Background: an optimization exercise with open tools, aiming at small area, a short achievable clock period and few clock cycles. Do not read the settings as production practice.
In this exercise RTL edits were held to simulation tests only and were not proved equivalent to the original.
Power figures rest on the tool's default switching activity, not on a simulated workload.

$ cat flow/config.mk
export PLATFORM = sky130hd
export DESIGN_NAME = aluTop
export DESIGN_NICKNAME = aluTop
export VERILOG_FILES = /design/flow/design.v
export SDC_FILE = /design/flow/constraint.sdc
export NUM_CORES = 4
export LEC_CHECK = 0
export ABC_AREA = 1
export CAP_MARGIN = 20
export CORE_MARGIN = 2
export CORE_UTILIZATION = 60
export CTS_BUF_LIST = sky130_fd_sc_hd__clkbuf_16
export CTS_CLUSTER_DIAMETER = 100
export CTS_CLUSTER_SIZE = 30
export PLACE_DENSITY = 0.8
export SLEW_MARGIN = 20
$ cat flow/constraint.sdc
create_clock -name core_clock -period 8.5 [get_ports {clk}]
set_input_delay 1.7000 -clock core_clock [delete_from_list [all_inputs] [get_ports {clk}]]
set_output_delay 1.7000 -clock core_clock [all_outputs]
set_load 0.01 [all_outputs]
$ cat flow/design.v
`default_nettype none
package aluPkg;
    localparam int DataWidth = 32;
    localparam int OpWidth   = 5;
    typedef union packed {
        struct packed {
            logic [5:0] opcode;
            logic [4:0] rs;
            logic [4:0] rt;
            logic [4:0] rd;
            logic [4:0] shamt;
            logic [5:0] func;
        } rType;
        struct packed {
            logic [5:0]  opcode;
            logic [4:0]  rs;
            logic [4:0]  rt;
            logic [15:0] imm;
        } iType;
    } instrWord;
    localparam logic [5:0] OpcRType = 6'b000000;
    localparam logic [5:0] OpcAddi  = 6'b001000;
    localparam logic [5:0] OpcAddiu = 6'b001001;
    localparam logic [5:0] OpcSlti  = 6'b001010;
    localparam logic [5:0] OpcSltiu = 6'b001011;
    localparam logic [5:0] OpcOri   = 6'b001101;
    localparam logic [5:0] OpcXori  = 6'b001110;
    localparam logic [5:0] OpcBeq   = 6'b000100;
    localparam logic [5:0] OpcBne   = 6'b000101;
    localparam logic [5:0] FnSll  = 6'b000000;
    localparam logic [5:0] FnSrl  = 6'b000010;
    localparam logic [5:0] FnSra  = 6'b000011;
    localparam logic [5:0] FnSllv = 6'b000100;
    localparam logic [5:0] FnSrlv = 6'b000110;
    localparam logic [5:0] FnSrav = 6'b000111;
    localparam logic [5:0] FnAdd  = 6'b100000;
    localparam logic [5:0] FnAddu = 6'b100001;
    localparam logic [5:0] FnSub  = 6'b100010;
    localparam logic [5:0] FnSubu = 6'b100011;
    localparam logic [5:0] FnAnd  = 6'b100100;
    localparam logic [5:0] FnOr   = 6'b100101;
    localparam logic [5:0] FnXor  = 6'b100110;
    localparam logic [5:0] FnNor  = 6'b100111;
    localparam logic [5:0] FnSlt  = 6'b101010;
    localparam logic [5:0] FnSltu = 6'b101011;
    localparam logic [OpWidth-1:0] AluAdd    = 5'd0;
    localparam logic [OpWidth-1:0] AluAddOvf = 5'd1;
    localparam logic [OpWidth-1:0] AluSub    = 5'd2;
    localparam logic [OpWidth-1:0] AluSubOvf = 5'd3;
    localparam logic [OpWidth-1:0] AluAnd    = 5'd4;
    localparam logic [OpWidth-1:0] AluOr     = 5'd5;
    localparam logic [OpWidth-1:0] AluXor    = 5'd6;
    localparam logic [OpWidth-1:0] AluNor    = 5'd7;
    localparam logic [OpWidth-1:0] AluSlt    = 5'd8;
    localparam logic [OpWidth-1:0] AluSltu   = 5'd9;
    localparam logic [OpWidth-1:0] AluSll    = 5'd10;
    localparam logic [OpWidth-1:0] AluSrl    = 5'd11;
    localparam logic [OpWidth-1:0] AluSra    = 5'd12;
    localparam logic [OpWidth-1:0] AluBeq    = 5'd13;
    localparam logic [OpWidth-1:0] AluBne    = 5'd14;
    localparam logic [OpWidth-1:0] AluNop    = 5'd15;
    localparam int FlagZero = 2;
    localparam int FlagNeg  = 1;
    localparam int FlagOvf  = 0;
endpackage
`default_nettype wire
`timescale 1ns/1ps
`default_nettype none
module cmdFifo #(
    parameter int Width = 36,
    parameter int Depth = 3
) (
    input  wire logic             clk,
    input  wire logic             rstN,
    input  wire logic             newValid,
    input  wire logic [Width-1:0] newData,
    input  wire logic             credAvail,
    output logic                  present,
    output logic                  outValid,
    output logic      [Width-1:0] head
);
    localparam int CntW = $clog2(Depth + 1);
    logic [Width-1:0] mem [Depth];
    logic [Depth-1:0] wrSel;             
    logic [Depth-1:0] rdSel;
    logic [CntW-1:0]  count;
    logic             headFull;          
    logic             bufNE;
    logic             pending;
    logic             takeBuf;
    logic             push;
    logic [Width-1:0] bufHead;
    assign bufNE   = (count != '0);
    assign pending = headFull || bufNE || newValid;
    assign present = pending && credAvail;
    assign takeBuf = !headFull && bufNE;
    assign push    = newValid && (headFull || bufNE);
    always_comb begin
        bufHead = '0;
        for (int i = 0; i < Depth; i++) begin
            bufHead = bufHead | (rdSel[i] ? mem[i] : '0);
        end
    end
    always_ff @(posedge clk or negedge rstN) begin
        if (!rstN) begin
            outValid <= 1'b0;
            headFull <= 1'b0;
            count    <= '0;
            wrSel    <= Depth'(1);
            rdSel    <= Depth'(1);
        end else begin
            outValid <= present;
            headFull <= pending && !present;
            if (push && !takeBuf) begin
                count <= count + 1'b1;
            end else if (takeBuf && !push) begin
                count <= count - 1'b1;
            end
            if (push) begin
                wrSel <= {wrSel[Depth-2:0], wrSel[Depth-1]};
            end
            if (takeBuf) begin
                rdSel <= {rdSel[Depth-2:0], rdSel[Depth-1]};
            end
        end
    end
    always_ff @(posedge clk) begin
        if (!headFull) begin
            head <= bufNE ? bufHead : newData;
        end
        for (int i = 0; i < Depth; i++) begin
            if (push && wrSel[i]) begin
                mem[i] <= newData;
            end
        end
    end
endmodule
`default_nettype wire
`timescale 1ns/1ps
`default_nettype none
module creditIssue #(
    parameter int OutCredits = 2
) (
    input  wire logic clk,
    input  wire logic rstN,
    input  wire logic present,
    input  wire logic outCredit,
    output logic      credAvail
);
    localparam int CntW = $clog2(OutCredits + 1);
    logic [CntW-1:0] count;
    assign credAvail = (count != '0) || outCredit;
    always_ff @(posedge clk or negedge rstN) begin
        if (!rstN) begin
            count <= CntW'(OutCredits);
        end else begin
            case ({present, outCredit})
                2'b10:   count <= count - 1'b1;
                2'b01:   count <= count + 1'b1;
                default: count <= count;
            endcase
        end
    end
endmodule
`default_nettype wire
`timescale 1ns/1ps
`default_nettype none
import aluPkg::*;
module aluDecode (
    input  wire logic [31:0] instrBits,
    output logic             selSum,    
    output logic             sub,       
    output logic             useImm,    
    output logic             zeroExt,   
    output logic      [3:0]  logicTT,   
    output logic             isBr,      
    output logic             isBne,
    output logic             selShift,
    output logic             shLeft,
    output logic             shArith,
    output logic             shConst,   
    output logic             ovfEn,
    output logic             sltEn,
    output logic             sltuEn,
    output logic             illegal
);
    aluPkg::instrWord instr;
    logic [5:0]       opc;
    logic [5:0]       fn;
    logic             isR;
    logic [4:0]       rsField;
    logic [4:0]       rtField;
    logic             usesRt;
    logic             badReg;
    logic             badCode;
    logic             isLogic;
    logic [1:0]       logicOp;
    assign instr   = instrBits;
    assign opc     = instr.rType.opcode;
    assign fn      = instr.rType.func;
    assign rsField = instr.rType.rs;
    assign rtField = instr.rType.rt;
    always_comb begin
        if (opc == OpcRType) begin
            case (fn)
                FnAdd, FnAddu, FnSub, FnSubu, FnAnd, FnOr, FnXor, FnNor, FnSlt, FnSltu,
                FnSll, FnSrl, FnSra, FnSllv, FnSrlv, FnSrav: badCode = 1'b0;
                default: badCode = 1'b1;
            endcase
        end else begin
            case (opc)
                OpcAddi, OpcAddiu, OpcSlti, OpcSltiu, OpcOri, OpcXori, OpcBeq, OpcBne:
                    badCode = 1'b0;
                default: badCode = 1'b1;
            endcase
        end
    end
    assign usesRt  = (opc == OpcRType) || (opc == OpcBeq) || (opc == OpcBne);
    assign badReg  = (rsField > 5'd1) || (usesRt && (rtField > 5'd1));
    assign illegal = badReg || badCode;
    logic legal;
    assign legal    = !illegal;
    assign isR      = !opc[3] && !opc[2];
    assign useImm   = !isR;                                
    assign zeroExt  = opc[3] && opc[2];
    assign selSum   = legal && (isR ? (fn[5] && !fn[2]) : (opc[3] && !opc[2]));
    assign sub      = isR ? (fn[5] && !fn[2] && fn[1]) : (opc[3] && !opc[2] && opc[1]);
    assign isLogic  = legal && (isR ? (fn[5] && fn[2]) : (opc[3] && opc[2]));
    assign logicOp  = isR ? fn[1:0] : opc[1:0];            
    always_comb begin
        logicTT = 4'b0000;
        if (isLogic) begin
            case (logicOp)
                2'b00: logicTT = 4'b1000;
                2'b01: logicTT = 4'b1110;
                2'b10: logicTT = 4'b0110;
                2'b11: logicTT = 4'b0001;
            endcase
        end
    end
    assign isBr     = legal && !opc[3] && opc[2];
    assign isBne    = opc[0];
    assign selShift = legal && isR && !fn[5];
    assign shLeft   = isR && !fn[5] && !fn[1];              
    assign shArith  = fn[0];
    assign shConst  = isR && !fn[5] && !fn[2];
    assign ovfEn    = legal && (isR ? (fn[5] && !fn[3] && !fn[2] && !fn[0]) : (opc[3] && !opc[2] && !opc[1] && !opc[0]));
    assign sltEn    = legal && (isR ? (fn[5] && fn[3] && !fn[0]) : (opc[3] && !opc[2] && opc[1] && !opc[0]));
    assign sltuEn   = legal && (isR ? (fn[5] && fn[3] && fn[0]) : (opc[3] && !opc[2] && opc[1] && opc[0]));
endmodule
`default_nettype wire
`timescale 1ns/1ps
`default_nettype none
import aluPkg::*;
module aluExecute (
    input  wire logic [DataWidth-1:0] x,
    input  wire logic [DataWidth-1:0] b,        
    input  wire logic                 same,     
    input  wire logic                 selSum,
    input  wire logic                 sub,
    input  wire logic [3:0]           logicTT,
    input  wire logic                 isBr,
    input  wire logic                 isBne,
    input  wire logic                 selShift,
    input  wire logic                 shLeft,
    input  wire logic                 shArith,
    output logic      [15:0]          lo,       
    output logic      [15:0]          xHi,      
    output logic      [15:0]          bHi,      
    output logic                      carry,    
    output logic                      zero      
);
    logic [DataWidth-1:0] opB;
    logic [16:0]          sumLo;
    logic [DataWidth-1:0] bitw;
    logic [DataWidth-1:0] src;
    logic [DataWidth-1:0] shr;
    logic [DataWidth-1:0] brRes;
    logic [DataWidth-1:0] other;
    assign opB    = b ^ {DataWidth{sub}};
    assign sumLo  = {1'b0, x[15:0]} + {1'b0, opB[15:0]} + {16'b0, sub};
    always_comb begin
        for (int i = 0; i < DataWidth; i++) begin
            bitw[i] = logicTT[{x[i], b[i]}];
        end
    end
    assign src   = b;
    assign shr   = DataWidth'($signed({shArith & b[DataWidth-1], src}) >>> x[4:0]);
    assign brRes = (same ^ isBne) ? {b[DataWidth-3:0], 2'b00} : DataWidth'(4);
    assign other = (selShift ? shr : '0) | bitw | (isBr ? brRes : '0);
    assign lo    = (selSum ? sumLo[15:0] : 16'b0) | other[15:0];
    assign xHi   = (selSum ? x[31:16] : 16'b0) | other[31:16];
    assign bHi   = opB[31:16];
    assign carry = sumLo[16];
    assign zero  = isBr && same;
endmodule
module aluFinish (
    input  wire logic        selSum,
    input  wire logic        revOut,
    input  wire logic        ovfEn,
    input  wire logic        sltEn,
    input  wire logic        sltuEn,
    input  wire logic        zeroFlag,
    input  wire logic        illegal,
    input  wire logic [15:0] lo,
    input  wire logic [15:0] xHi,
    input  wire logic [15:0] bHi,
    input  wire logic        carry,
    output logic      [35:0] res
);
    logic [16:0] sumHi;
    logic        ovf;
    logic [31:0] word;
    logic [31:0] wordRev;
    logic [31:0] resNext;
    logic [2:0]  flagsNext;
    assign sumHi = {1'b0, xHi} + {1'b0, bHi} + {16'b0, carry};
    assign ovf   = (xHi[15] == bHi[15]) && (sumHi[15] != xHi[15]);
    assign word = {xHi, lo};
    always_comb begin
        for (int i = 0; i < 32; i++) begin
            wordRev[i] = word[31-i];
        end
    end
    assign resNext = revOut ? wordRev : {(selSum ? sumHi[15:0] : xHi), lo};
    assign flagsNext[FlagZero] = zeroFlag;
    assign flagsNext[FlagNeg]  = (sltEn && (sumHi[15] ^ ovf)) || (sltuEn && !sumHi[16]);
    assign flagsNext[FlagOvf]  = ovfEn && ovf;
    assign res = {illegal, flagsNext, resNext};
endmodule
`default_nettype wire
`timescale 1ns/1ps
`default_nettype none
import aluPkg::*;
module aluTop #(
    parameter int OutCredits = 2
) (
    input  wire logic                 clk,
    input  wire logic                 rstN,
    input  wire logic                 inValid,
    input  wire logic [31:0]          instr,
    input  wire logic [DataWidth-1:0] regA,
    input  wire logic [DataWidth-1:0] regB,
    output logic                      inCredit,
    output logic                      outValid,
    output logic      [DataWidth-1:0] result,
    output logic      [2:0]           flags,
    output logic                      illegal,
    input  wire logic                 outCredit
);
    logic dSelSum, dSub, dUseImm, dZeroExt, dIsBr, dIsBne, dSelShift;
    logic dShLeft, dShArith, dShConst, dOvfEn, dSltEn, dSltuEn, dIll;
    logic [3:0] dTT;
    logic                 v1;
    logic [DataWidth-1:0] x1, b1;
    logic [DataWidth-1:0] rtVal;
    logic [DataWidth-1:0] immExt;
    logic [DataWidth-1:0] rtRev;
    logic                 same1;
    logic [DataWidth-1:0] rsVal;
    logic s1SelSum, s1Sub, s1IsBr, s1IsBne, s1SelShift;
    logic s1ShLeft, s1ShArith, s1OvfEn, s1SltEn, s1SltuEn, s1Ill;
    logic [3:0] s1TT;
    logic [15:0] eLo, eXHi, eBHi;
    logic        eCarry, eZero;
    logic        v2;
    logic [15:0] lo2, xHi2, bHi2;
    logic        carry2, zero2, selSum2, revOut2, ovfEn2, sltEn2, sltuEn2, ill2;
    logic [35:0] exRes;
    logic [35:0] head;
    logic        present;
    logic        credAvail;
    aluDecode uDecode (
        .instrBits(instr),
        .selSum(dSelSum), .sub(dSub), .useImm(dUseImm), .zeroExt(dZeroExt),
        .logicTT(dTT), .isBr(dIsBr), .isBne(dIsBne), .selShift(dSelShift),
        .shLeft(dShLeft), .shArith(dShArith), .shConst(dShConst), .ovfEn(dOvfEn),
        .sltEn(dSltEn), .sltuEn(dSltuEn), .illegal(dIll)
    );
    always_ff @(posedge clk or negedge rstN) begin
        if (!rstN) begin
            v1 <= 1'b0;
            v2 <= 1'b0;
        end else begin
            v1 <= inValid;
            v2 <= v1;
        end
    end
    assign rsVal  = instr[21] ? regB : regA;
    assign rtVal  = instr[16] ? regB : regA;
    assign immExt = {{(DataWidth-16){instr[15] & !dZeroExt}}, instr[15:0]};
    always_comb begin
        for (int i = 0; i < DataWidth; i++) begin
            rtRev[i] = rtVal[DataWidth-1-i];
        end
    end
    always_ff @(posedge clk) begin
        x1         <= {rsVal[DataWidth-1:5], dShConst ? instr[10:6] : rsVal[4:0]};
        same1      <= (instr[21] == instr[16]) || (regA == regB);
        b1         <= dUseImm ? immExt : (dShLeft ? rtRev : rtVal);
        s1SelSum   <= dSelSum;
        s1Sub      <= dSub;
        s1TT       <= dTT;
        s1IsBr     <= dIsBr;
        s1IsBne    <= dIsBne;
        s1SelShift <= dSelShift;
        s1ShLeft   <= dShLeft;
        s1ShArith  <= dShArith;
        s1OvfEn    <= dOvfEn;
        s1SltEn    <= dSltEn;
        s1SltuEn   <= dSltuEn;
        s1Ill      <= dIll;
    end
    aluExecute uExecute (
        .x(x1), .b(b1), .same(same1),
        .selSum(s1SelSum), .sub(s1Sub),
        .logicTT(s1TT), .isBr(s1IsBr), .isBne(s1IsBne), .selShift(s1SelShift),
        .shLeft(s1ShLeft), .shArith(s1ShArith),
        .lo(eLo), .xHi(eXHi), .bHi(eBHi), .carry(eCarry), .zero(eZero)
    );
    always_ff @(posedge clk) begin
        lo2     <= eLo;
        xHi2    <= eXHi;
        bHi2    <= eBHi;
        carry2  <= eCarry;
        zero2   <= eZero;
        selSum2 <= s1SelSum;
        revOut2 <= s1SelShift && s1ShLeft;
        ovfEn2  <= s1OvfEn;
        sltEn2  <= s1SltEn;
        sltuEn2 <= s1SltuEn;
        ill2    <= s1Ill;
    end
    aluFinish uFinish (
        .selSum(selSum2), .revOut(revOut2), .ovfEn(ovfEn2), .sltEn(sltEn2),
        .sltuEn(sltuEn2), .zeroFlag(zero2), .illegal(ill2),
        .lo(lo2), .xHi(xHi2), .bHi(bHi2), .carry(carry2), .res(exRes)
    );
    cmdFifo #(.Width(36), .Depth(3)) uQueue (
        .clk, .rstN,
        .newValid(v2), .newData(exRes), .credAvail,
        .present, .outValid, .head
    );
    creditIssue #(.OutCredits(OutCredits)) uCredit (
        .clk, .rstN, .present, .outCredit, .credAvail
    );
    assign inCredit = outValid;      
    assign {illegal, flags, result} = head;
endmodule
`default_nettype wire
$ cat flow/flow/run.sh
#!/bin/bash
set -euo pipefail
bash standard.sh BUFFER_PORTS_ARGS="-buffer_cell sky130_fd_sc_hd__buf_1" SETUP_SLACK_MARGIN=5.9 finish > flow_make.log 2>&1
$ cat flow/standard.sh
#!/bin/bash
# synth_recipe.tcl (not shown) runs the flow's synth.tcl, then flattens the netlist and writes it again
# the make line also repeats each setting of config.mk as NAME=value (left out here)
make -C /OpenROAD-flow-scripts/flow DESIGN_CONFIG=/design/flow/config.mk WORK_HOME=/design/flow/orfs CLKGATE_MAP_FILE= SYNTH_SCRIPT=/design/flow/synth_recipe.tcl "${@:-finish}"
==> results of run 1 <==
-- layout make-up --
class,instances,share of cell area (%)
inverters,202,4.389
repair buffers,165,4.730
well taps,341,2.425
clock inverters,8,0.1920
flip-flops and latches,293,41.99
clock buffers,13,1.849
multi-input cells,1517,44.43
-- kinds of logic after synthesis --
logic type               after synthesis  share of synthesized area [%]
AND/OR/NAND/NOR                      925                          23.76
AO/OA/AOI/OAI                        483                          16.44
buffers and inverters                319                          7.927
flip-flops                           293                          45.10
XOR/XNOR                              69                          3.692
adder cells (fa/ha/maj)               36                          2.890
multiplexers                           3                         0.1911
-- flip-flops by register name (all words and copies together), names as in the netlist, 3 cells and up --
signal,cells
b1,32
bHi2,16
lo2,16
s1TT,3
uQueue.head,36
uQueue.mem,108
uQueue.rdSel,3
uQueue.wrSel,3
x1,32
xHi2,16
-- cells in the final DEF, fill, tap and decap left out, types with 4 or more instances in the layout --
cell       synthesis  final
a21oi_1          149    146
a21oi_2            1      4
a221oi_1           5      5
a22oi_1           10     10
a31oi_1            7      7
a32oi_1           16     16
buf_1              8     96
buf_2             22      5
buf_4              6     25
clkbuf_16          0     14
clkbuf_2           0     33
clkinv_1           4      5
dfrtp_1           11     11
dfxtp_1          135    133
edfxtp_1         144    144
ha_1              33     30
inv_1            193    196
inv_4              1      4
nand2_1          605    604
nand2_2            4      4
nand3_1          197    194
nand3b_1           5      5
nand4_1           15     15
nor2_1            66     61
nor2_4             1      6
nor3_1            11     10
o2111ai_1          6      6
o211ai_1          24     24
o21ai_0          194    192
o21ai_1           47     47
o21ai_2            2      4
or2_2             11     11
xnor2_1           32     32
xor2_1            37     37
-- final timing paths --
kind	start	cells past startpoint	end
worst max register to register	s1Sub	10	lo2[5]
worst min-delay path	s1SltuEn	0	sltuEn2
max in group asynchronous	rstN	1	uQueue.rdSel[2]
min in group asynchronous	rstN	1	uQueue.outValid
worst max-delay path	uQueue.head[12]	1	result[12]
worst min register to register	s1SltuEn	0	sltuEn2
-- routing by layer --
| layer | vias to the layer above | routed length [µm] | GRT usage, % |
|---|---|---|---|
| met5 | - | 0 | 0 |
| met4 | 0 | 2149 | 14.05 |
| met3 | 132 | 4068 | 4.268 |
| met2 | 793 | 22330 | 54.84 |
| met1 | 6925 | 19710 | 44.46 |
| li1 | 7291 | - | - |
-- power by group through the flow --
stage	logic [mW]	clock network, mW	registers, mW
after floorplan	0.774	0	1.84
after global placement	1.09	0	1.87
after detailed placement	1.11	0	1.87
after CTS	1.13	0.708	1.84
after global routing	1.30	0.758	1.86
final	1.17	0.702	1.84
-- synth_stat cells (6+ instances only) --
cell | number | area [µm²]
nand2_1 | 605 | 2271
nand3_1 | 197 | 986.0
o21ai_0 | 194 | 970.9
inv_1 | 193 | 724.4
a21oi_1 | 149 | 745.7
edfxtp_1 | 144 | 4324
dfxtp_1 | 135 | 2703
clkbuf_1 | 75 | 281.5
nor2_1 | 66 | 247.7
o21ai_1 | 47 | 235.2
xor2_1 | 37 | 324.1
ha_1 | 33 | 412.9
xnor2_1 | 32 | 280.3
o211ai_1 | 24 | 180.2
buf_2 | 22 | 110.1
a32oi_1 | 16 | 140.1
nand4_1 | 15 | 93.84
dfrtp_1 | 11 | 275.3
nor3_1 | 11 | 55.05
or2_2 | 11 | 68.82
a22oi_1 | 10 | 75.07
buf_1 | 8 | 30.03
a31oi_1 | 7 | 43.79
buf_4 | 6 | 45.04
o2111ai_1 | 6 | 52.55
-- metrics by stage --
| stage | cell area (µm²) | utilization, % | cells |
|---|---|---|---|
| 2_1_floorplan | 16440 | - | 2128 |
| 3_3_place_gp | 17020 | 63.32 | 2511 |
| 3_5_place_dp | 17020 | 63.32 | 2511 |
| 4_1_cts | 17460 | 64.97 | 2537 |
| 5_1_grt | 17590 | 65.45 | 2539 |
| 6_report | 17590 | 65.45 | 2539 |
-- repair_timing --
action | CTS | global route
endpoints found under the setup margin | 89 | 170
setup buffers | 4 | 1
cloned | 1 | 1
gates resized for setup | 17 | 53
pin swaps | 2 | 2
hold buffers | 0 | 0
==> impl_results.md, run 1 <==
- Status: timing/DRC/antenna clean
- Syn Inst Count: 2128
- Logic pwr share: 31.5%
- DP Wirelength: 35370 µm
- Fillers: 2323
- Pins Over Slew Limit: 0
- Synth Warn #: 7
- Placer Congestion: 0.9796
- Clk slew on worst S/H paths: 0.11 ns
- Initial DRC Count: 1640
- Crit path time final: 2.786 ns
- Vias in the first global route: 14050
- Syn_area_per_cell: 7.691 µm²
- Most common flop cell mapped by yosys: edfxtp_1
- Clock Path Buffers: 3
- Switch share: 36.42%
- Row cnt: 60
- Number of vias per cell: 5.963
- First-pass GRT wire length: 74910 µm
- Net count, final: 2328
- Hold Vio Cnt, Final: 0
- CP Data Required Time: 6.80 ns
- Crit Path Category: reg2out
- Top delay family on crit path: flip-flops
- Internal power: 2.363 mW
- Clock sinks: 293
- Max incr delay on CP: 0.45 ns
- Initial antenna violation count: 1
- Reg power frac: 49.6%
- Final Total Pwr: 3.718 mW
- Post-synthesis sequential area ratio: 45.10%
- Setup_tns: 0 ns
- Via Count: 15140
- Crit Path Max Fanout: 1
- Largest net degree at the start of global routing: 66
- RSZ-0062 raised after global routing: true
- Tot GR Track Use: 33.25%
- WP data arrival: 1.09 ns
- Inserted Clock Buffers: 13
- Routed WL: 48260 µm
- Die Y: 169.2 µm
- Lkg Pwr: 7.695 nW
- CTS tree: built
- Synth cell types: 60
- Syn nets: 2264
- Synthesis-stage register bit count: 293
- Clock Latency Late Sink: 0.50 ns
- Worst setup SP type: register
- Port bufs: 137
- Max Fclk: 359.0 MHz
- Sw power: 1.354 mW
- Reg2reg setup slack: 6.07 ns
- Initial core utilization: 60.90%
- H-tree levels: 1
- Initial DRT Pass Iterations: 7
- Share of cells above drive strength 1: 6.460%
- Max-slew headroom: 33.97%
- Clock Skew: 0.02177 ns
- CTS root buf: clkbuf_16
- Register area: 7386 µm²
- Slowest cell on the critical path: edfxtp_1
- Core area: 26880 µm²
- Area grow syn2layout: 7.476%
- Chip width: 169.2 µm
- Post-synth EDFFs: 144
- IO Pins: 138
- Actual slew at the worst max-slew pin: 0.9892 ns
- FFs w/ async S/R, synth: 4.778%
- Final setup violation count: 0
- Crit end category: output port
- Drt drc: 0
- Die area: 28620 µm²
- HP Class: reg2reg
- Cell chain of the critical path: buf_6
- Drt wl/cell: 19.01 µm
- Final worst-path cycle share: 32.77%
- Multi-input logic area: 7815 µm²
- Antenna-violating nets left: 0
- Worst slack, placed: 4.749 ns
- Worst path bufs/invs: 1
- Hold slack: 0.3466 ns
- Total gr overflow: 0
- Inserted Diodes: 0
- PwrDens: 211.3 nW/µm²
- Clock share of power: 18.9%
- Max-Cap Viols: 0
- Peak VDD IR: 213.0 µV
- Post-route setup slack: 5.714 ns
- Mapped Area: 16370 µm²
Testbench counts, summed over its fixed seeds: cycles 4,024.
==> run 2: changes to the inputs <==
==> flow/flow/run.sh (replaced) <==
#!/bin/bash
set -euo pipefail
cp -r "$FLOW_HOME/scripts" myscripts
chmod -R u+w myscripts
cp flow/abc_area.script myscripts/abc_area.script
KNOBS=(BUFFER_PORTS_ARGS="-buffer_cell sky130_fd_sc_hd__buf_1" SETUP_SLACK_MARGIN=5.8)
bash standard.sh SCRIPTS_DIR="$PWD/myscripts" "${KNOBS[@]}" synth > flow_synth.log 2>&1
bash standard.sh "${KNOBS[@]}" finish > flow_make.log 2>&1
==> flow/flow/abc_area.script (new file) <==
&get -n
&st
&syn2
&dch
&nf -R 1000
&st
&syn2
&dch
&nf -R 1000
&put
topo
stime -c
buffer -c
upsize -c
dnsize -c
--- a/flow/config.mk
+++ b/flow/config.mk
@@ -11,5 +11,5 @@
 export CORE_UTILIZATION = 60
-export CTS_BUF_LIST = sky130_fd_sc_hd__clkbuf_16
-export CTS_CLUSTER_DIAMETER = 100
-export CTS_CLUSTER_SIZE = 30
+export CTS_BUF_LIST = sky130_fd_sc_hd__clkbuf_8 sky130_fd_sc_hd__clkbuf_16
+export CTS_CLUSTER_DIAMETER = 80
+export CTS_CLUSTER_SIZE = 24
 export PLACE_DENSITY = 0.8
==> run 2 against run 1 <==
- critical endpoint is now uQueue.head[30]
- clock-buffer cell count up 4
- still clean
- sequential cell count stayed put
- first-iteration DRC count fell by 17%
==> impl_results.md, run 2 <==
- Top-count cell post-synth: edfxtp_1 (was nand2_1)
- Tot GR Track Use: 30.99% (was 33.25%)
- Share of cells above drive strength 1: 17.08% (was 6.460%)
- Largest net degree at the start of global routing: 75 (was 66)
- PwrDens: 211.6 nW/µm² (was 211.3 nW/µm²)
- Worst setup SP type: register (unchanged)
- HP Class: reg2reg (unchanged)
- Crit end category: register (was output port)
- Top cell type's share of synthesized area: 28.68% (was 26.42%)
- DP Wirelength: 28840 µm (was 35370 µm)
- Drt drc: 0 (unchanged)
- Switch share: 32.13% (was 36.42%)
- Area grow syn2layout: 14.36% (was 7.476%)
- Vias in the first global route: 11690 (was 14050)
- M1 GR Usage: 41.94% (was 44.46%)
- Clk slew on worst S/H paths: 0.09 ns (was 0.11 ns)
- CTS root buf: clkbuf_16 (unchanged)
- Capture point of the worst reg-to-reg path: uQueue.head[30] (was lo2[5])
- Worst setup path start: carry2 (was uQueue.head[12])
- Hold Vio Cnt, Final: 0 (unchanged)
- Hold_buf cts: 0 (unchanged)
- Max Fclk: 317.4 MHz (was 359.0 MHz)
- Clock Latency Late Sink: 0.50 ns (about the same)
- Crit Path Max Fanout: 2 (was 1)
- Simple-gate portion of the synthesized area: 9.344% (was 23.76%)
- Logic pwr share: 28.8% (was 31.5%)
- Status: timing/DRC/antenna clean (unchanged)
- Synth cell types: 63 (was 60)
- Clock share of power: 22.1% (was 18.9%)
- Commonest non-fill, non-tap cell in the layout: edfxtp_1 (was nand2_1)
- Sw power: 1.173 mW (was 1.354 mW)
- Ranking of synthesized cells by area: edfxtp_1, dfxtp_1, mux2i_1 (was edfxtp_1, dfxtp_1, nand2_1)
- Lkg Pwr: 6.976 nW (was 7.695 nW)
- Internal power: 2.477 mW (was 2.363 mW)
- Initial core utilization: 60.58% (was 60.90%)
- Multi-input logic area: 7477 µm² (was 7815 µm²)
- CP Data Required Time: 8.86 ns (was 6.80 ns)
- Xor/xnor share of the synthesized area: 5.344% (was 3.692%)
- Initial DRC Count: 1358 (was 1640)
- CTS tree: built (unchanged)
- Syn nets: 1621 (was 2264)
- Mux share of post-synthesis cell area: 9.858% (was 0.1911%)
- RSZ-0062 raised after global routing: true (unchanged)
- Most common flop cell mapped by yosys: edfxtp_1 (unchanged)
- Port bufs: 137 (unchanged)
- Syn_area_per_cell: 10.15 µm² (was 7.691 µm²)
- Synthesis-stage register bit count: 293 (unchanged)
- Final setup violation count: 0 (unchanged)
- Row cnt: 58 (was 60)
- Max reg flops: 108 (unchanged)
- Compound-Gate Fraction of Synth Area: 19.75% (was 16.44%)
- Clock Path Buffers: 3 (unchanged)
- Top Registers: uQueue.mem (108), uQueue.head (36) (unchanged)
- Initial antenna violation count: 0 (was 1)
- Mapped Area: 15080 µm² (was 16370 µm²)
- Commonest cells after routing, fill and taps aside: edfxtp_1, nand2_1, dfxtp_1 (was nand2_1, inv_1, nand3_1)
- Critical R2R Launch: carry2 (was s1Sub)
- Pins Over Slew Limit: 0 (unchanged)
- H-tree levels: 1 (unchanged)
- Post-synthesis sequential area ratio: 48.95% (was 45.10%)
- Die area: 26410 µm² (was 28620 µm²)
- Peak VDD IR: 304.8 µV (was 213.0 µV)
- Met2 Track Usage GR: 52.03% (was 54.84%)
- Synth Warn #: 7 (unchanged)
- Total gr overflow: 0 (unchanged)
- Net count, final: 1742 (was 2328)
- Leading area contributor after synthesis: edfxtp_1 (unchanged)
- First-pass GRT wire length: 64390 µm (was 74910 µm)
- Core area: 24890 µm² (was 26880 µm²)
- Routed WL: 42380 µm (was 48260 µm)
- Number of vias per cell: 6.382 (was 5.963)
- Cell Area, Placed: 15830 µm² (was 17020 µm²)
- Via Count: 12420 (was 15140)
- FF-to-FF path depth: 18 (was 10)
- Clock Skew: 0.01706 ns (was 0.02177 ns)
- Fillers: 1836 (was 2323)
- Most used routing layer: met2 (unchanged)
- Max-slew headroom: 30.56% (was 33.97%)
- Biggest register: uQueue.mem (unchanged)
- Reg2reg setup slack: 5.35 ns (was 6.07 ns)
- Inserted Diodes: 0 (unchanged)
- Actual slew at the worst max-slew pin: 1.038 ns (was 0.9892 ns)
- Antenna-violating nets left: 0 (unchanged)
- IO Pins: 138 (unchanged)
- Syn Inst Count: 1485 (was 2128)
- WP data arrival: 3.51 ns (was 1.09 ns)
- Post-synth EDFFs: 144 (unchanged)
- Chip width: 162.5 µm (was 169.2 µm)
- FFs w/ async S/R, synth: 4.778% (unchanged)
- Adder-cell area share of the yosys netlist: 3.137% (was 2.890%)
- Met3 capacity usage during global routing: 3.565% (was 4.268%)
- Final worst-path cycle share: 37.06% (was 32.77%)
- Synth cell count leaders: edfxtp_1, nand2_1, dfxtp_1 (was nand2_1, nand3_1, o21ai_0)
- Setup_tns: 0 ns (unchanged)
- Die Y: 162.5 µm (was 169.2 µm)
- Finished layout cell area: 17240 µm² (was 17590 µm²)
- Reg power frac: 49.2% (was 49.6%)
- Crit Path Category: reg2reg (was reg2out)
- Placer Congestion: 1.015 (was 0.9796)
- Register area: 7407 µm² (was 7386 µm²)
- Drt wl/cell: 21.78 µm (was 19.01 µm)
- Clock sinks: 293 (unchanged)
- Largest family of logic cells by synthesized area: compound AO/OA/AOI/OAI gates (was simple AND/OR/NAND/NOR gates)
- Initial DRT Pass Iterations: 8 (was 7)
- Max-Cap Viols: 0 (unchanged)
- Setup crit end: uQueue.head[30] (was result[12])
- Inserted Clock Buffers: 16 (was 13)
- Final Total Pwr: 3.649 mW (was 3.718 mW)
- Crit path time final: 3.150 ns (was 2.786 ns)
run 2: cell type report:
class	instances	area share [%]
multi-input cells	1049	43.36
flip-flops and latches	293	42.95
repair buffers	213	7.677
clock buffers	17	2.467
well taps	330	2.394
inverters	33	0.8127
clock inverters	11	0.3338
run 2: routing by layer:
| metal | wire length, µm | part of all wire [%] |
|---|---|---|
| met5 | 0 | 0 |
| met4 | 1698 | 4.0 |
| met3 | 3422 | 8.1 |
| met2 | 19850 | 47 |
| met1 | 17410 | 41 |
run 2: kinds of logic after synthesis:
group	count (synthesis)
AOI/OAI and AO/OA	454
xor gates and xnor gates	92
adders and majority gates	36
buffers and inverters	143
DFF	293
muxes	141
and+or+nand+nor	326
run 2: what timing repair did:
item	4_1_cts	5_1_grt
gates resized for setup	43	86
buffers inserted	26	29
cloned	2	1
pin swaps	22	37
setup endpoints to repair	243	175
run 2: worst min path at each step:
stage,slack (ns),endpoint,startpoint,cells after the start
5_1_grt,0.35,sltuEn2,s1SltuEn,0
2_1_floorplan,0.31,ill2,s1Ill,0
3_3_place_gp,0.31,sltEn2,s1SltEn,0
3_5_place_dp,0.31,sltEn2,s1SltEn,0
4_1_cts,0.33,sltuEn2,s1SltuEn,0
6_report,0.33,sltuEn2,s1SltuEn,0
run 2: per-stage QoR:
stage,cells,setup WS [ns],util [%],hold slack (ns)
finish,1946,5.350,69.28,0.3322
global placement,1860,4.836,63.60,0.3132
floorplan,1485,5.451,-,0.3096
CTS,1916,5.368,67.18,0.3337
detailed placement,1860,4.759,63.60,0.3121
global route,1946,5.171,69.28,0.3488
run 2: critical path, stage by stage, from the launching register on:
cell,delay [ns]
dfxtp_2,0.33
fa_2,0.42
fa_2,0.41
a21o_1,0.18
a21oi_2,0.14
o21bai_1,0.11
a21oi_2,0.18
o21ai_2,0.10
nand3_2,0.09
nand2_2,0.07
nand3_2,0.07
nand2_2,0.07
nand3_2,0.08
nand2_2,0.06
and2_4,0.15
o31a_1,0.25
a21oi_2,0.13
nor2_1,0.05
a21oi_1,0.13
run 2: power by group through the flow:
stage | sequential [mW] | clock (mW) | combinational [mW]
after floorplan | 1.83 | 0 | 0.609
after global placement | 1.82 | 0 | 0.876
after detailed placement | 1.83 | 0 | 0.898
after CTS | 1.79 | 0.810 | 0.959
after global routing | 1.81 | 0.868 | 1.14
final | 1.79 | 0.805 | 1.05
==> run 3: changes to the inputs <==
==> flow/flow/abc_area.script (replaced) <==
&get -n
&st
&dch
&nf -R 1000
&put
topo
stime -c
buffer -c
upsize -c
dnsize -c
==> run 3 against run 2 <==
- sequential cell count stayed put
- via count is 3.3% higher
- non-clock buffer count is 39 lower
- register-to-register slack better by 0.50 ns
- utilization is 1.4 points lower
- wire length is 3.5% higher
- critical path depth is 17 lower
- final area is 0.59% lower
- total power is 0.88% lower
- clock power is 2% higher
- first-iteration DRC count is 20% higher
- critical path type is now reg2out
- critical endpoint is now result[17]
- largest cell class unchanged
- largest power group unchanged
==> impl_results.md, run 3 <==
- Largest net degree at the start of global routing: 64 (was 75)
- Clock Skew: 0.01830 ns (was 0.01706 ns)
- Max reg flops: 108 (unchanged)
- CTS tree: built (unchanged)
- FF-to-FF path depth: 14 (was 18)
- Vias in the first global route: 12030 (was 11690)
- Final Total Pwr: 3.617 mW (was 3.649 mW)
- Inserted Diodes: 0 (unchanged)
- Capture point of the worst reg-to-reg path: uQueue.head[30] (unchanged)
- Commonest cells after routing, fill and taps aside: nand2_1, o21ai_0, edfxtp_1 (was edfxtp_1, nand2_1, dfxtp_1)
- Share of cells above drive strength 1: 15.93% (was 17.08%)
- Cell Area, Placed: 16090 µm² (was 15830 µm²)
- Leading area contributor after synthesis: edfxtp_1 (unchanged)
- Worst path bufs/invs: 1 (was 0)
- Die Y: 164.4 µm (was 162.5 µm)
- Syn_area_per_cell: 9.758 µm² (was 10.15 µm²)
- Placer Congestion: 0.9739 (was 1.015)
- Lkg Pwr: 6.634 nW (was 6.976 nW)
- Drt wl/cell: 22.15 µm (was 21.78 µm)
- Commonest non-fill, non-tap cell in the layout: nand2_1 (was edfxtp_1)
- CP Data Required Time: 6.80 ns (was 8.86 ns)
- Number of vias per cell: 6.475 (was 6.382)
- Reg2reg setup slack: 5.85 ns (was 5.35 ns)
- Hold slack: 0.3369 ns (was 0.3322 ns)
- Max Fclk: 351.1 MHz (was 317.4 MHz)
- Row cnt: 58 (unchanged)
- Initial DRC Count: 1627 (was 1358)
- Clock Latency Late Sink: 0.52 ns (was 0.50 ns)
- Chip width: 164.4 µm (was 162.5 µm)
- H-tree levels: 1 (unchanged)
- WP data arrival: 1.15 ns (was 3.51 ns)
- Top delay family on crit path: flip-flops (was compound AO/OA/AOI/OAI gates)
- Inserted Clock Buffers: 16 (unchanged)
- Routed WL: 43870 µm (was 42380 µm)
- Final setup violation count: 0 (unchanged)
- Area grow syn2layout: 11.05% (was 14.36%)
- Core area: 25250 µm² (was 24890 µm²)
- Hold Crit Start: s1SltuEn (unchanged)
- Post-synthesis sequential area ratio: 47.81% (was 48.95%)
- Actual slew at the worst max-slew pin: 1.081 ns (was 1.038 ns)
- Setup_tns: 0 ns (unchanged)
- Die area: 27030 µm² (was 26410 µm²)
- Worst setup SP type: register (unchanged)
- Hold Path End: sltuEn2 (unchanged)
- Crit path time final: 2.849 ns (was 3.150 ns)
- Crit Path Max Fanout: 1 (was 2)
- Top cell type's share of synthesized area: 28.01% (was 28.68%)
- Syn nets: 1718 (was 1621)
- Crit Path Category: reg2out (was reg2reg)
- Slowest cell on the critical path: edfxtp_1 (was fa_2)
- Synth cell count leaders: nand2_1, o21ai_0, edfxtp_1 (was edfxtp_1, nand2_1, dfxtp_1)
- IO Pins: 138 (unchanged)
- Biggest register: uQueue.mem (unchanged)
- Initial DRT Pass Iterations: 8 (unchanged)
- Total gr overflow: 0 (unchanged)
- Finished layout cell area: 17140 µm² (was 17240 µm²)
- First-pass GRT wire length: 66810 µm (was 64390 µm)
- Clock Path Buffers: 3 (unchanged)
- Worst setup path start: uQueue.head[17] (was carry2)
- Max-slew headroom: 27.86% (was 30.56%)
- Initial core utilization: 61.13% (was 60.58%)
- Synth Warn #: 7 (unchanged)
- Peak VDD IR: 335.2 µV (was 304.8 µV)
- Synthesis-stage register bit count: 293 (unchanged)
- Max-Cap Viols: 0 (unchanged)
- Max incr delay on CP: 0.47 ns (was 0.42 ns)
- Top-count cell post-synth: nand2_1 (was edfxtp_1)
- Antenna-violating nets left: 0 (unchanged)
- Top Registers: uQueue.mem (108), uQueue.head (36) (unchanged)
- Pins Over Slew Limit: 0 (unchanged)
- Most common flop cell mapped by yosys: edfxtp_1 (unchanged)
- Ranking of synthesized cells by area: edfxtp_1, dfxtp_1, o21ai_0 (was edfxtp_1, dfxtp_1, mux2i_1)
- Syn Inst Count: 1582 (was 1485)
- Tot GR Track Use: 31.73% (was 30.99%)
- HP Class: reg2reg (unchanged)
- DP Wirelength: 30500 µm (was 28840 µm)
- Post-synth EDFFs: 144 (unchanged)
- Crit end category: output port (was register)
- Critical R2R Launch: bHi2[0] (was carry2)
- Clk slew on worst S/H paths: 0.09 ns (about the same)
- Clock sinks: 293 (unchanged)
- Mapped Area: 15440 µm² (was 15080 µm²)
- Synth cell types: 65 (was 63)
- Initial antenna violation count: 0 (unchanged)
- PwrDens: 211.0 nW/µm² (was 211.6 nW/µm²)
- Net count, final: 1777 (was 1742)
- Hold Path Stages: 0 (unchanged)
- Cell chain of the critical path: clkbuf_2 (was fa_2 > fa_2 > a21o_1 > a21oi_2 > o21bai_1 > a21oi_2 > o21ai_2 > nand3_2 > nand2_2 > nand3_2 > nand2_2 > nand3_2 > nand2_2 > and2_4 > o31a_1 > a21oi_2 > nor2_1 > a21oi_1)
- Port bufs: 137 (unchanged)
- Hold Vio Cnt, Final: 0 (unchanged)
- FFs w/ async S/R, synth: 4.778% (unchanged)
- CTS root buf: clkbuf_16 (unchanged)
- Via Count: 12830 (was 12420)
- Final worst-path cycle share: 33.51% (was 37.06%)
- Status: timing/DRC/antenna clean (unchanged)
- RSZ-0062 raised after global routing: true (unchanged)
- Drt drc: 0 (unchanged)
run 3: changes by cell type after synthesis, sizes merged, moves of 14 or more:
cell	previous run	this run
o21ai	128	203
nand2	140	184
mux2i	84	64
buf	15	34
nor2b	22	6
inv	31	17
run 3: area by class of cell:
type	instances	area, µm²
Timing Repair inverter	1	5.005
Clock buffer	17	425.4
Sequential cell	293	7405
Multi-Input combinational cell	1135	7749
Fill cell	1944	8112
Inverter	20	91.34
Clock inverter	11	52.55
Timing Repair Buffer	174	1002
Tap cell	330	412.9
run 3: report_power, final:
part | total, mW | internal [mW] | switching [mW]
clock | 0.818 | 0.368 | 0.450
sequential | 1.79 | 1.67 | 0.127
combinational | 1.00 | 0.388 | 0.616
run 3: logic make-up (layout without fill, tap and decap cells):
family	after synthesis	after routing	share of synthesized area, %
compound gates	505	505	20.54
simple gates	372	373	10.29
flops	293	293	47.81
buf+inv	155	223	4.133
mux	123	123	8.607
xor+xnor	98	98	5.560
fa+ha+maj	36	36	3.064
run 3: metal layers:
layer	up-vias	wire [µm]	GRT usage [%]
li1	5912	-	-
met1	6141	17370	41.02
met2	669	21630	54.85
met3	104	3382	4.696
met4	0	1485	10.47
met5	-	0	0
run 3: worst max path at each step:
stage / cells past startpoint / slack [ns] / to
2_1_floorplan: 7 / 5.55 / s1TT[2]
3_5_place_dp: 7 / 4.88 / b1[27]
3_3_place_gp: 7 / 4.93 / b1[20]
4_1_cts: 1 / 5.68 / result[19]
6_report: 1 / 5.65 / result[17]
5_1_grt: 1 / 5.61 / result[17]
run 3: what timing repair did:
item,4_1_cts,5_1_grt
gates cloned,2,2
pin swaps,8,15
endpoints found under the setup margin,145,126
hold endpoints to repair,0,0
hold buffers,0,0
gates resized for setup,39,105
setup buffers,9,7
run 3: per-stage QoR:
| step | std cells | setup slack [ns] | utilization, % |
|---|---|---|---|
| 3_3_place_gp | 1933 | 4.931 | 63.72 |
| 4_1_cts | 1972 | 5.684 | 66.45 |
| 3_5_place_dp | 1933 | 4.884 | 63.72 |
| 2_1_floorplan | 1582 | 5.555 | - |
| 6_report | 1981 | 5.651 | 67.88 |
| 5_1_grt | 1981 | 5.612 | 67.88 |
==> run 4: changes to the inputs <==
==> flow/flow/abc_area.script (replaced) <==
strash
dch
map -a -B 0.9
strash
dch
map -a -B 0.9
topo
stime -c
buffer -c
upsize -c
dnsize -c
==> run 4 against run 3 <==
- worst setup slack worse by 0.077 ns
- sequential share of layout area down 1.1 points
- sequential cell count unchanged
- cell count up 17%
- total power up 10%
- utilization up 2.0 points
- clock skew up 0.0015 ns
- critical path depth up 19
- clock power up 2.8%
- first-iteration DRC count up 19%
- critical endpoint is now lo2[14]
- highest routed layer unchanged
==> impl_results.md, run 4 <==
- Initial core utilization: 61.28% (was 61.13%)
- Post-synthesis sequential area ratio: 47.83% (was 47.81%)
- Peak VDD IR: 494.3 µV (was 335.2 µV)
- Largest family of logic cells by synthesized area: compound AO/OA/AOI/OAI gates (unchanged)
- Biggest register: uQueue.mem (unchanged)
- Uppermost layer routed: met4 (unchanged)
- Crit Path Max Fanout: 3 (was 1)
- Pins Over Slew Limit: 0 (unchanged)
- Worst setup SP type: register (unchanged)
- Critical R2R Launch: b1[0] (was bHi2[0])
- Wl on met1: 19390 µm (was 17370 µm)
- Setup_tns: 0 ns (unchanged)
- Met2 wire length: 23740 µm (was 21630 µm)
- Initial DRC Count: 1931 (was 1627)
- Worst setup path start: b1[0] (was uQueue.head[17])
- Top delay family on crit path: simple AND/OR/NAND/NOR gates (was flip-flops)
- Final worst-path cycle share: 34.41% (was 33.51%)
- Commonest non-fill, non-tap cell in the layout: nand2_1 (unchanged)
- Drt drc: 0 (unchanged)
- Placer Congestion: 1.007 (was 0.9739)
- Syn_area_per_cell: 8.265 µm² (was 9.758 µm²)
- Clock Latency Late Sink: 0.51 ns (was 0.52 ns)
- Syn Inst Count: 1867 (was 1582)
- Initial antenna violation count: 1 (was 0)
- CTS tree: built (unchanged)
- Leading area contributor after synthesis: edfxtp_1 (unchanged)
- Core area: 25180 µm² (was 25250 µm²)
- Number of vias per cell: 6.148 (was 6.475)
- Worst slack, placed: 5.017 ns (was 4.884 ns)
- Largest net degree at the start of global routing: 66 (was 64)
- Final setup violation count: 0 (unchanged)
- Mux share of post-synthesis cell area: 0.6568% (was 8.608%)
- Tot GR Track Use: 36.93% (was 31.73%)
- Synth cell types: 59 (was 65)
- First-pass GRT wire length: 75590 µm (was 66810 µm)
- Vias in the first global route: 13140 (was 12030)
- FFs w/ async S/R, synth: 4.778% (unchanged)
- Lkg Pwr: 7.258 nW (was 6.634 nW)
- Clock sinks: 293 (unchanged)
- RSZ-0062 raised after global routing: true (unchanged)
- Final cell count without fillers: 2323 (was 1981)
- Sw power: 1.448 mW (was 1.193 mW)
- Initial DRT Pass Iterations: 8 (unchanged)
- Total gr overflow: 0 (unchanged)
- Slowest cell on the critical path: dfxtp_4 (was edfxtp_1)
- Status: timing/DRC/antenna clean (unchanged)
- Adder-cell area share of the yosys netlist: 3.065% (was 3.064%)
- Post-synth EDFFs: 144 (unchanged)
- HP Class: reg2reg (unchanged)
- H-tree levels: 1 (unchanged)
- Capture point of the worst reg-to-reg path: lo2[14] (was uQueue.head[30])
- Mapped Area: 15430 µm² (was 15440 µm²)
- Hold_buf cts: 0 (unchanged)
- Switch share: 36.40% (was 32.97%)
- Synth cell count leaders: nand2_1, o21ai_0, a21oi_1 (was nand2_1, o21ai_0, edfxtp_1)
- Clock share of power: 21.1% (was 22.6%)
- Max-Cap Viols: 0 (unchanged)
- Crit Path Category: reg2reg (was reg2out)
- Xor/xnor share of the synthesized area: 3.746% (was 5.560%)
- Die Y: 164.4 µm (about the same)
- Placed Cells: 2243 (was 1933)
- Stages on the worst setup path: 20 (was 1)
- PwrDens: 226.1 nW/µm² (was 211.0 nW/µm²)
- CTS root buf: clkbuf_16 (unchanged)
- Internal power: 2.531 mW (was 2.425 mW)
- Net count, final: 2119 (was 1777)
- IO Pins: 138 (unchanged)
- Simple-gate portion of the synthesized area: 14.66% (was 10.29%)
- Max Fclk: 341.9 MHz (was 351.1 MHz)
- Hold Crit Start: s1SltEn (was s1SltuEn)
- Fillers: 2057 (was 1944)
- CP Data Required Time: 8.87 ns (was 6.80 ns)
- Reg power frac: 46.5% (was 49.6%)
- Top Registers: uQueue.mem (108), uQueue.head (36) (unchanged)
- Met3 Wirelength: 4633 µm (was 3382 µm)
- Inserted Diodes: 0 (unchanged)
- FF-to-FF path depth: 20 (was 14)
- Cell chain of the critical path: inv_4 > nor2_4 > o21bai_4 > fa_2 > or2_4 > nand2_2 > a21oi_2 > or2_1 > nand2_1 > o21ai_2 > nor3_4 > nand3_2 > o211ai_4 > nand3_2 > nand2_2 > nand2_2 > nand3_2 > o21ai_2 > nor2_2 > o221ai_2 (was clkbuf_2)
- Max reg flops: 108 (unchanged)
- Syn nets: 2003 (was 1718)
- Clk slew on worst S/H paths: 0.09 ns (about the same)
- Max incr delay on CP: 0.39 ns (was 0.47 ns)
- Port bufs: 137 (unchanged)
- Register area: 7407 µm² (was 7405 µm²)
- Reg2reg setup slack: 5.57 ns (was 5.85 ns)
- Crit path time final: 2.925 ns (was 2.849 ns)
- Routed WL: 51030 µm (was 43870 µm)
- Inserted Clock Buffers: 17 (was 16)
- Synthesis-stage register bit count: 293 (unchanged)
- Clock Skew: 0.01981 ns (was 0.01830 ns)
- Chip width: 164.4 µm (about the same)
- Most common flop cell mapped by yosys: edfxtp_1 (unchanged)
- Synth Warn #: 7 (unchanged)
- Area grow syn2layout: 14.04% (was 11.05%)
- Share of cells above drive strength 1: 12.14% (was 15.93%)
- DP Wirelength: 36920 µm (was 30500 µm)
- Row cnt: 58 (unchanged)
- WP data arrival: 3.30 ns (was 1.15 ns)
- Top-count cell post-synth: nand2_1 (unchanged)
- Compound-Gate Fraction of Synth Area: 23.17% (was 20.54%)
- Crit end category: register (was output port)
- Multi-input logic area: 7317 µm² (was 7749 µm²)
- Logic pwr share: 32.3% (was 27.8%)
- Top cell type's share of synthesized area: 28.02% (was 28.01%)
- Clock Path Buffers: 3 (unchanged)
- Final core occ: 69.88% (was 67.88%)
- Drt wl/cell: 21.97 µm (was 22.15 µm)
- Setup crit end: lo2[14] (was result[17])
- Worst path bufs/invs: 1 (unchanged)
- Post-route setup slack: 5.575 ns (was 5.651 ns)
- Hold Vio Cnt, Final: 0 (unchanged)
- Commonest cells after routing, fill and taps aside: nand2_1, o21ai_0, a21oi_1 (was nand2_1, o21ai_0, edfxtp_1)
- Antenna-violating nets left: 0 (unchanged)
- Die area: 27020 µm² (was 27030 µm²)
- Ranking of synthesized cells by area: edfxtp_1, dfxtp_1, nand2_1 (was edfxtp_1, dfxtp_1, o21ai_0)
- Actual slew at the worst max-slew pin: 1.090 ns (was 1.081 ns)
- Max-slew headroom: 27.20% (was 27.86%)
- Via Count: 14280 (was 12830)
==> run 4: final cells by class <==
type	count	area share (%)
Multi-Input combinational cell	1295	41.58
Timing Repair inverter	1	0.02844
Sequential cell	293	42.09
Tap cell	330	2.346
Inverter	169	3.648
Clock inverter	12	0.4835
Timing Repair Buffer	206	7.402
Clock buffer	17	2.418
==> run 4: power by group through the flow <==
stage               registers (mW)  clock network (mW)  logic, mW
floorplan                     1.85                   0      0.767
global placement              1.86                   0       1.11
detailed placement            1.87                   0       1.14
CTS                           1.84               0.845       1.19
global route                  1.86               0.901       1.41
finish                        1.85               0.841       1.29
==> run 4: timing repair <==
action / in CTS / in global routing
gates resized for setup: 55 / 86
gates cloned: 5 / 1
pin swaps: 10 / 27
setup buffers: 14 / 29
endpoints found under the setup margin: 95 / 73
==> run 4: worst min-delay path by stage <==
stage,slack [ns],to,cells past startpoint
floorplan,0.31,ill2,0
global placement,0.31,ovfEn2,0
detailed placement,0.31,ovfEn2,0
CTS,0.33,ovfEn2,0
global route,0.34,ovfEn2,0
finish,0.33,sltEn2,0
==> run 4: cell families after synthesis <==
logic type      Yosys count
flops                   293
fa+ha+maj                36
mux                      10
compound gates          630
buf+inv                 279
simple gates            553
xor+xnor                 66
==> run 4: stage by stage <==
| stage | power (mW) | cell area, µm² | hold slack, ns |
|---|---|---|---|
| after floorplan | 2.614 | 15470 | 0.3096 |
| after global placement | 2.969 | 16120 | 0.3127 |
| after detailed placement | 3.011 | 16140 | 0.3121 |
| after CTS | 3.878 | 17100 | 0.3314 |
| after global routing | 4.174 | 17600 | 0.3398 |
| final | 3.979 | 17600 | 0.3300 |
==> run 4: per-layer routing <==
metal	GRT usage [%]	up-vias
met5	0	-
met4	18.97	0
met3	5.148	151
met2	61.11	851
met1	47.48	6581
li1	-	6699
==> run 5: changes to the inputs <==
==> flow/flow/run.sh (replaced) <==
#!/bin/bash
set -euo pipefail
cp -r "$FLOW_HOME/scripts" myscripts
chmod -R u+w myscripts
cp flow/abc_area.script myscripts/abc_area.script
KNOBS=(BUFFER_PORTS_ARGS="-buffer_cell sky130_fd_sc_hd__buf_1" SETUP_SLACK_MARGIN=6.0)
bash standard.sh SCRIPTS_DIR="$PWD/myscripts" "${KNOBS[@]}" synth > flow_synth.log 2>&1
bash standard.sh "${KNOBS[@]}" finish > flow_make.log 2>&1
==> flow/flow/abc_area.script (replaced) <==
&get -n
&st
&dch
&nf -R 1000
&put
topo
stime -c
buffer -c
upsize -c
dnsize -c
==> run 5 against run 4 <==
- still clean on timing, DRC and antenna
- final area grew 4.7%
- sequential power shrank 3%
- total power shrank 5.2%
- sequential share of layout area shrank 1.9 points
- cell count shrank 12%
- die area is essentially flat
- combinational power shrank 12%
- worst setup slack gained 0.054 ns
- clock power shrank 1%
- via count shrank 5.2%
- critical path depth shrank 19
- critical endpoint is now result[0]
==> impl_results.md, run 5 <==
- Final core occ: 72.98% (was 69.88%)
- Crit path time final: 2.872 ns (was 2.925 ns)
- Synth cell count leaders: nand2_1, o21ai_0, edfxtp_1 (was nand2_1, o21ai_0, a21oi_1)
- H-tree levels: 1 (unchanged)
- Worst setup path start: uQueue.head[0] (was b1[0])
- Routed WL: 48600 µm (was 51030 µm)
- Clock Latency Late Sink: 0.53 ns (was 0.51 ns)
- Total gr overflow: 0 (unchanged)
- Syn nets: 1718 (was 2003)
- RSZ-0062 raised after global routing: true (unchanged)
- Synth cell types: 65 (was 59)
- Hold slack: 0.3487 ns (was 0.3300 ns)
- Vias in the first global route: 12320 (was 13140)
- Crit end category: output port (was register)
- Top-count cell post-synth: nand2_1 (unchanged)
- Cell chain of the critical path: clkbuf_2 (was inv_4 > nor2_4 > o21bai_4 > fa_2 > or2_4 > nand2_2 > a21oi_2 > or2_1 > nand2_1 > o21ai_2 > nor3_4 > nand3_2 > o211ai_4 > nand3_2 > nand2_2 > nand2_2 > nand3_2 > o21ai_2 > nor2_2 > o221ai_2)
- Worst path bufs/invs: 1 (unchanged)
- Ranking of synthesized cells by area: edfxtp_1, dfxtp_1, o21ai_0 (was edfxtp_1, dfxtp_1, nand2_1)
- Top Registers: uQueue.mem (108), uQueue.head (36) (unchanged)
- Final setup violation count: 0 (unchanged)
- Initial antenna violation count: 0 (was 1)
- Most common flop cell mapped by yosys: edfxtp_1 (unchanged)
- Initial DRC Count: 1872 (was 1931)
- Setup_tns: 0 ns (unchanged)
- Clk slew on worst S/H paths: 0.09 ns (about the same)
- Biggest register: uQueue.mem (unchanged)
- Reg2reg setup slack: 5.64 ns (was 5.57 ns)
- Commonest non-fill, non-tap cell in the layout: nand2_1 (unchanged)
- Max incr delay on CP: 0.49 ns (was 0.39 ns)
- Capture point of the worst reg-to-reg path: uQueue.head[30] (was lo2[14])
- Net count, final: 1842 (was 2119)
- Top cell type's share of synthesized area: 28.01% (was 28.02%)
- Core area: 25250 µm² (was 25180 µm²)
- First-pass GRT wire length: 69440 µm (was 75590 µm)
- Hold Vio Cnt, Final: 0 (unchanged)
- Leading area contributor after synthesis: edfxtp_1 (unchanged)
- M1 GR Usage: 43.67% (was 47.48%)
- Max reg flops: 108 (unchanged)
- Status: timing/DRC/antenna clean (unchanged)
- Largest net degree at the start of global routing: 64 (was 66)
- Worst setup SP type: register (unchanged)
- Antenna-violating nets left: 0 (unchanged)
- HP Class: reg2reg (unchanged)
- Peak VDD IR: 328.8 µV (was 494.3 µV)
- Drt wl/cell: 23.76 µm (was 21.97 µm)
- Number of vias per cell: 6.621 (was 6.148)
- Post-synthesis sequential area ratio: 47.81% (was 47.83%)
- Chip width: 164.4 µm (about the same)
- FF-to-FF path depth: 14 (was 20)
- Setup crit end: result[0] (was lo2[14])
- Via Count: 13540 (was 14280)
- Max-slew headroom: 14.00% (was 27.20%)
- WP data arrival: 1.17 ns (was 3.30 ns)
- Area grow syn2layout: 19.40% (was 14.04%)
- Synthesis-stage register bit count: 293 (unchanged)
- IO Pins: 138 (unchanged)
- Initial DRT Pass Iterations: 8 (unchanged)
- CP Data Required Time: 6.80 ns (was 8.87 ns)
- Inserted Diodes: 0 (unchanged)
- Final Total Pwr: 3.770 mW (was 3.979 mW)
- Lkg Pwr: 7.180 nW (was 7.258 nW)
- Max-Cap Viols: 0 (unchanged)
- Clock Skew: 0.02301 ns (was 0.01981 ns)
- Die Y: 164.4 µm (about the same)
- PwrDens: 204.6 nW/µm² (was 226.1 nW/µm²)
- Critical R2R Launch: bHi2[0] (was b1[0])
- Clock sinks: 293 (unchanged)
- Row cnt: 58 (unchanged)
- CTS tree: built (unchanged)
- Final worst-path cycle share: 33.78% (was 34.41%)
- Initial core utilization: 61.13% (was 61.28%)
- CTS root buf: clkbuf_16 (unchanged)
- Mapped Area: 15440 µm² (was 15430 µm²)
- Pins Over Slew Limit: 0 (unchanged)
- Crit Path Category: reg2out (was reg2reg)
- Share of cells above drive strength 1: 23.79% (was 12.14%)
- Synth Warn #: 7 (unchanged)
- Drt drc: 0 (unchanged)
- Slowest cell on the critical path: edfxtp_1 (was dfxtp_4)
- Hold_buf cts: 0 (unchanged)
- Placer Congestion: 0.9428 (was 1.007)
- Met3 capacity usage during global routing: 4.571% (was 5.148%)
- Crit Path Max Fanout: 1 (was 3)
- Post-synth EDFFs: 144 (unchanged)
- Worst slack, placed: 4.883 ns (was 5.017 ns)
- Tot GR Track Use: 33.39% (was 36.93%)
- Syn_area_per_cell: 9.758 µm² (was 8.265 µm²)
- Clock Path Buffers: 3 (unchanged)
- Stages on the worst setup path: 1 (was 20)
- Die area: 27030 µm² (was 27020 µm²)
- Commonest cells after routing, fill and taps aside: nand2_1, edfxtp_1, o21ai_0 (was nand2_1, o21ai_0, a21oi_1)
- Actual slew at the worst max-slew pin: 1.288 ns (was 1.090 ns)
- Port bufs: 137 (unchanged)
- Inserted Clock Buffers: 16 (was 17)
- Most used routing layer: met2 (unchanged)
- Top delay family on crit path: flip-flops (was simple AND/OR/NAND/NOR gates)
- Syn Inst Count: 1582 (was 1867)
- FFs w/ async S/R, synth: 4.778% (unchanged)
- Met2 Track Usage GR: 56.30% (was 61.11%)
- DP Wirelength: 30340 µm (was 36920 µm)
- Max Fclk: 348.2 MHz (was 341.9 MHz)
- Post-route setup slack: 5.628 ns (was 5.575 ns)
[run 5: cell types whose count changed in the layout (fill, tap and decap cells not counted), sizes merged, moves of 52 or more]
cell,before,now
inv,175,26
a21oi,192,131
mux2,1,59
a22oi,52,0
mux2i,9,64
o21ai,298,203
nand2,350,184
[run 5: final cells by class]
class                      instances  area (µm²)
sequential                       293        7416
inverter                          20       91.34
fill                            1719        6823
timing repair buffer             236        1667
multi-input combinational       1135        8310
clock inverter                    10       52.55
clock buffer                      17       425.4
tap                              330       412.9
timing repair inverter             4       56.30
[run 5: worst min path at each step]
stage	start	endpoint	cells past startpoint
final	s1SltuEn	sltuEn2	0
after global routing	s1SltuEn	sltuEn2	0
after CTS	s1SltuEn	sltuEn2	0
after global placement	s1SltEn	sltEn2	0
after detailed placement	s1SltuEn	sltuEn2	0
after floorplan	s1Ill	ill2	0
[run 5: logic make-up after synthesis]
family / synth area share, %
muxes: 8.607
xor gates and xnor gates: 5.560
buffers and inverters: 4.133
adders and majority gates: 3.064
DFF: 47.81
and+or+nand+nor: 10.29
AOI/OAI and AO/OA: 20.54
[run 5: repair_timing]
item	in CTS	in global routing
gates cloned	9	2
gates resized for setup	139	170
setup endpoints to repair	263	251
pin swaps	38	67
setup buffers	38	38
[run 5: metrics by stage]
step                      area [µm²]  std cells
after floorplan                15760       1582
after global placement         16100       1931
after detailed placement       16100       1931
after CTS                      17510       2005
after global routing           18430       2045
final                          18430       2045
[run 5: where the power goes]
| part | internal [mW] | switching [mW] |
|---|---|---|
| Combinational | 0.459 | 0.680 |
| Clock | 0.370 | 0.462 |
| Sequential | 1.67 | 0.132 |
| Total | 2.50 | 1.27 |
[run 5: metal layers]
layer  wire length (µm)  part of all wire, %
met5                  0                    0
met1              18330                   38
met2              23250                   48
met3               4377                  9.0
met4               2638                  5.4
==> run 6: changes to the inputs <==
==> flow/flow/run.sh (replaced) <==
#!/bin/bash
set -euo pipefail
bash standard.sh BUFFER_PORTS_ARGS="-buffer_cell sky130_fd_sc_hd__buf_1" SETUP_SLACK_MARGIN=5.8 finish > flow_make.log 2>&1
removed: flow/flow/abc_area.script
==> run 6 against run 5 <==
- sequential power up 2%
- critical endpoint is now result[1]
- die area rose by 5.9%
- non-clock buffer count down 77
- total power increased by 0.81%
- critical path depth stayed put
- sequential share of layout area rose by 1.8 points
- combinational power about the same
- area after synthesis increased by 6.0%
- highest routed layer unchanged
- global-route usage shrank 1.7 points
- worst hold slack worse by 0.015 ns
==> impl_results.md, run 6 <==
- Cell chain of the critical path: buf_6 (was clkbuf_2)
- Fillers: 2299 (was 1719)
- Syn nets: 2264 (was 1718)
- CTS root buf: clkbuf_16 (unchanged)
- Drt drc: 0 (unchanged)
- Worst setup SP type: register (unchanged)
- IO Pins: 138 (unchanged)
- Top delay family on crit path: flip-flops (unchanged)
- Max reg flops: 108 (unchanged)
- Commonest non-fill, non-tap cell in the layout: nand2_1 (unchanged)
- WP data arrival: 1.02 ns (was 1.17 ns)
- Simple-gate portion of the synthesized area: 23.76% (was 10.29%)
- Worst path bufs/invs: 1 (unchanged)
- Top cell type's share of synthesized area: 26.42% (was 28.01%)
- Leading area contributor after synthesis: edfxtp_1 (unchanged)
- Mux share of post-synthesis cell area: 0.1911% (was 8.608%)
- CP Data Required Time: 6.80 ns (about the same)
- Reg power frac: 48.4% (was 47.7%)
- Hold_buf cts: 0 (unchanged)
- Clock Latency Late Sink: 0.50 ns (was 0.53 ns)
- Adder-cell area share of the yosys netlist: 2.890% (was 3.064%)
- Initial core utilization: 60.90% (was 61.13%)
- Core area: 26880 µm² (was 25250 µm²)
- Synthesis-stage register bit count: 293 (unchanged)
- Share of cells above drive strength 1: 5.416% (was 23.79%)
- Initial antenna violation count: 0 (unchanged)
- Internal power: 2.438 mW (was 2.497 mW)
- Slowest cell on the critical path: edfxtp_1 (unchanged)
- Placer Congestion: 1.017 (was 0.9428)
- Status: timing/DRC/antenna clean (unchanged)
- Drt wl/cell: 18.41 µm (was 23.76 µm)
- Syn Inst Count: 2128 (was 1582)
- Final worst-path cycle share: 32.05% (was 33.78%)
- Max-Cap Viols: 0 (unchanged)
- Lkg Pwr: 7.708 nW (was 7.180 nW)
- Synth cell count leaders: nand2_1, nand3_1, o21ai_0 (was nand2_1, o21ai_0, edfxtp_1)
- Total gr overflow: 0 (unchanged)
- DP Wirelength: 34970 µm (was 30340 µm)
- Number of vias per cell: 5.977 (was 6.621)
- Synth cell types: 60 (was 65)
- Post-synth EDFFs: 144 (unchanged)
- Crit Path Category: reg2out (unchanged)
- Clk slew on worst S/H paths: 0.09 ns (about the same)
- Max incr delay on CP: 0.39 ns (was 0.49 ns)
- Top Registers: uQueue.mem (108), uQueue.head (36) (unchanged)
- Initial DRC Count: 1673 (was 1872)
- Xor/xnor share of the synthesized area: 3.692% (was 5.560%)
- Hold Vio Cnt, Final: 0 (unchanged)
- Crit path time final: 2.724 ns (was 2.872 ns)
==> run 6: cell types whose count changed in the layout (fill, tap and decap cells not counted), moves of 36 or more <==
cell	change
buf_4	-48
nand3_1	+179
inv_1	+177
mux2i_1	-56
nand2_1	+429
a21oi_1	+38
mux2_2	-50
o21ai_0	+67
xor2_1	-37
a222oi_1	-36
==> run 6: path summary, 6_finish.rpt <==
path / start / end / slack, ns / depth (start not counted)
setup / recovery: uQueue.head[1] / result[1] / 5.78 / 1
hold / removal: s1SltEn / sltEn2 / 0.33 / 0
setup reg to reg: x1[1] / lo2[12] / 5.92 / 12
hold reg to reg: s1SltEn / sltEn2 / 0.33 / 0
max in group asynchronous: rstN / uQueue.wrSel[2] / 6.82 / 1
min in group asynchronous: rstN / uCredit.count[0] / 1.23 / 1
==> run 6: kinds of logic (layout without fill, tap and decap cells) <==
family	count (synthesis)	after routing
XOR/XNOR	69	69
buffers and inverters	319	387
AND/OR/NAND/NOR	925	926
multiplexers	3	3
AO/OA/AOI/OAI	483	483
adder cells (fa/ha/maj)	36	36
flip-flops	293	293
==> run 6: stage by stage <==
step	util, %	std cells	hold slack [ns]	power (mW)	cell area, µm²
after floorplan	-	2128	0.3096	2.607	16390
after global placement	63.06	2507	0.3133	2.940	16950
after detailed placement	63.06	2507	0.3135	2.977	16950
after CTS	64.99	2536	0.3342	3.769	17470
after global routing	65.38	2538	0.3525	4.003	17570
final	65.38	2538	0.3335	3.801	17570
==> run 6: area by class of cell <==
cell class / instances / area (µm²) / share of cell area [%]
clock buffer: 17 / 425.4 / 2.421
clock inverter: 9 / 50.05 / 0.2848
inverter: 202 / 763.2 / 4.343
multi-input combinational: 1517 / 7754 / 44.13
sequential: 293 / 7382 / 42.01
tap: 341 / 426.7 / 2.428
timing repair buffer: 159 / 770.7 / 4.386
==> run 6: layer usage <==
metal | GRT usage, % | vias to the layer above | wire, µm
met5 | 0 | - | 0
met4 | 15.27 | 0 | 2440
met3 | 3.871 | 136 | 3326
met2 | 53.11 | 743 | 21830
met1 | 41.13 | 7013 | 19120
li1 | - | 7278 | -
==> run 6: power by group through the flow <==
stage / clock network, mW / logic [mW] / registers (mW)
3_5_place_dp: 0 / 1.11 / 1.87
4_1_cts: 0.816 / 1.12 / 1.83
5_1_grt: 0.865 / 1.28 / 1.86
3_3_place_gp: 0 / 1.08 / 1.86
6_report: 0.804 / 1.16 / 1.84
2_1_floorplan: 0 / 0.772 / 1.84
==> run 6: what timing repair did <==
action,in CTS,in global routing
resized for setup,7,40
pin swaps,1,0
endpoints found under the setup margin,58,50
gates cloned,1,0
setup buffers,2,0
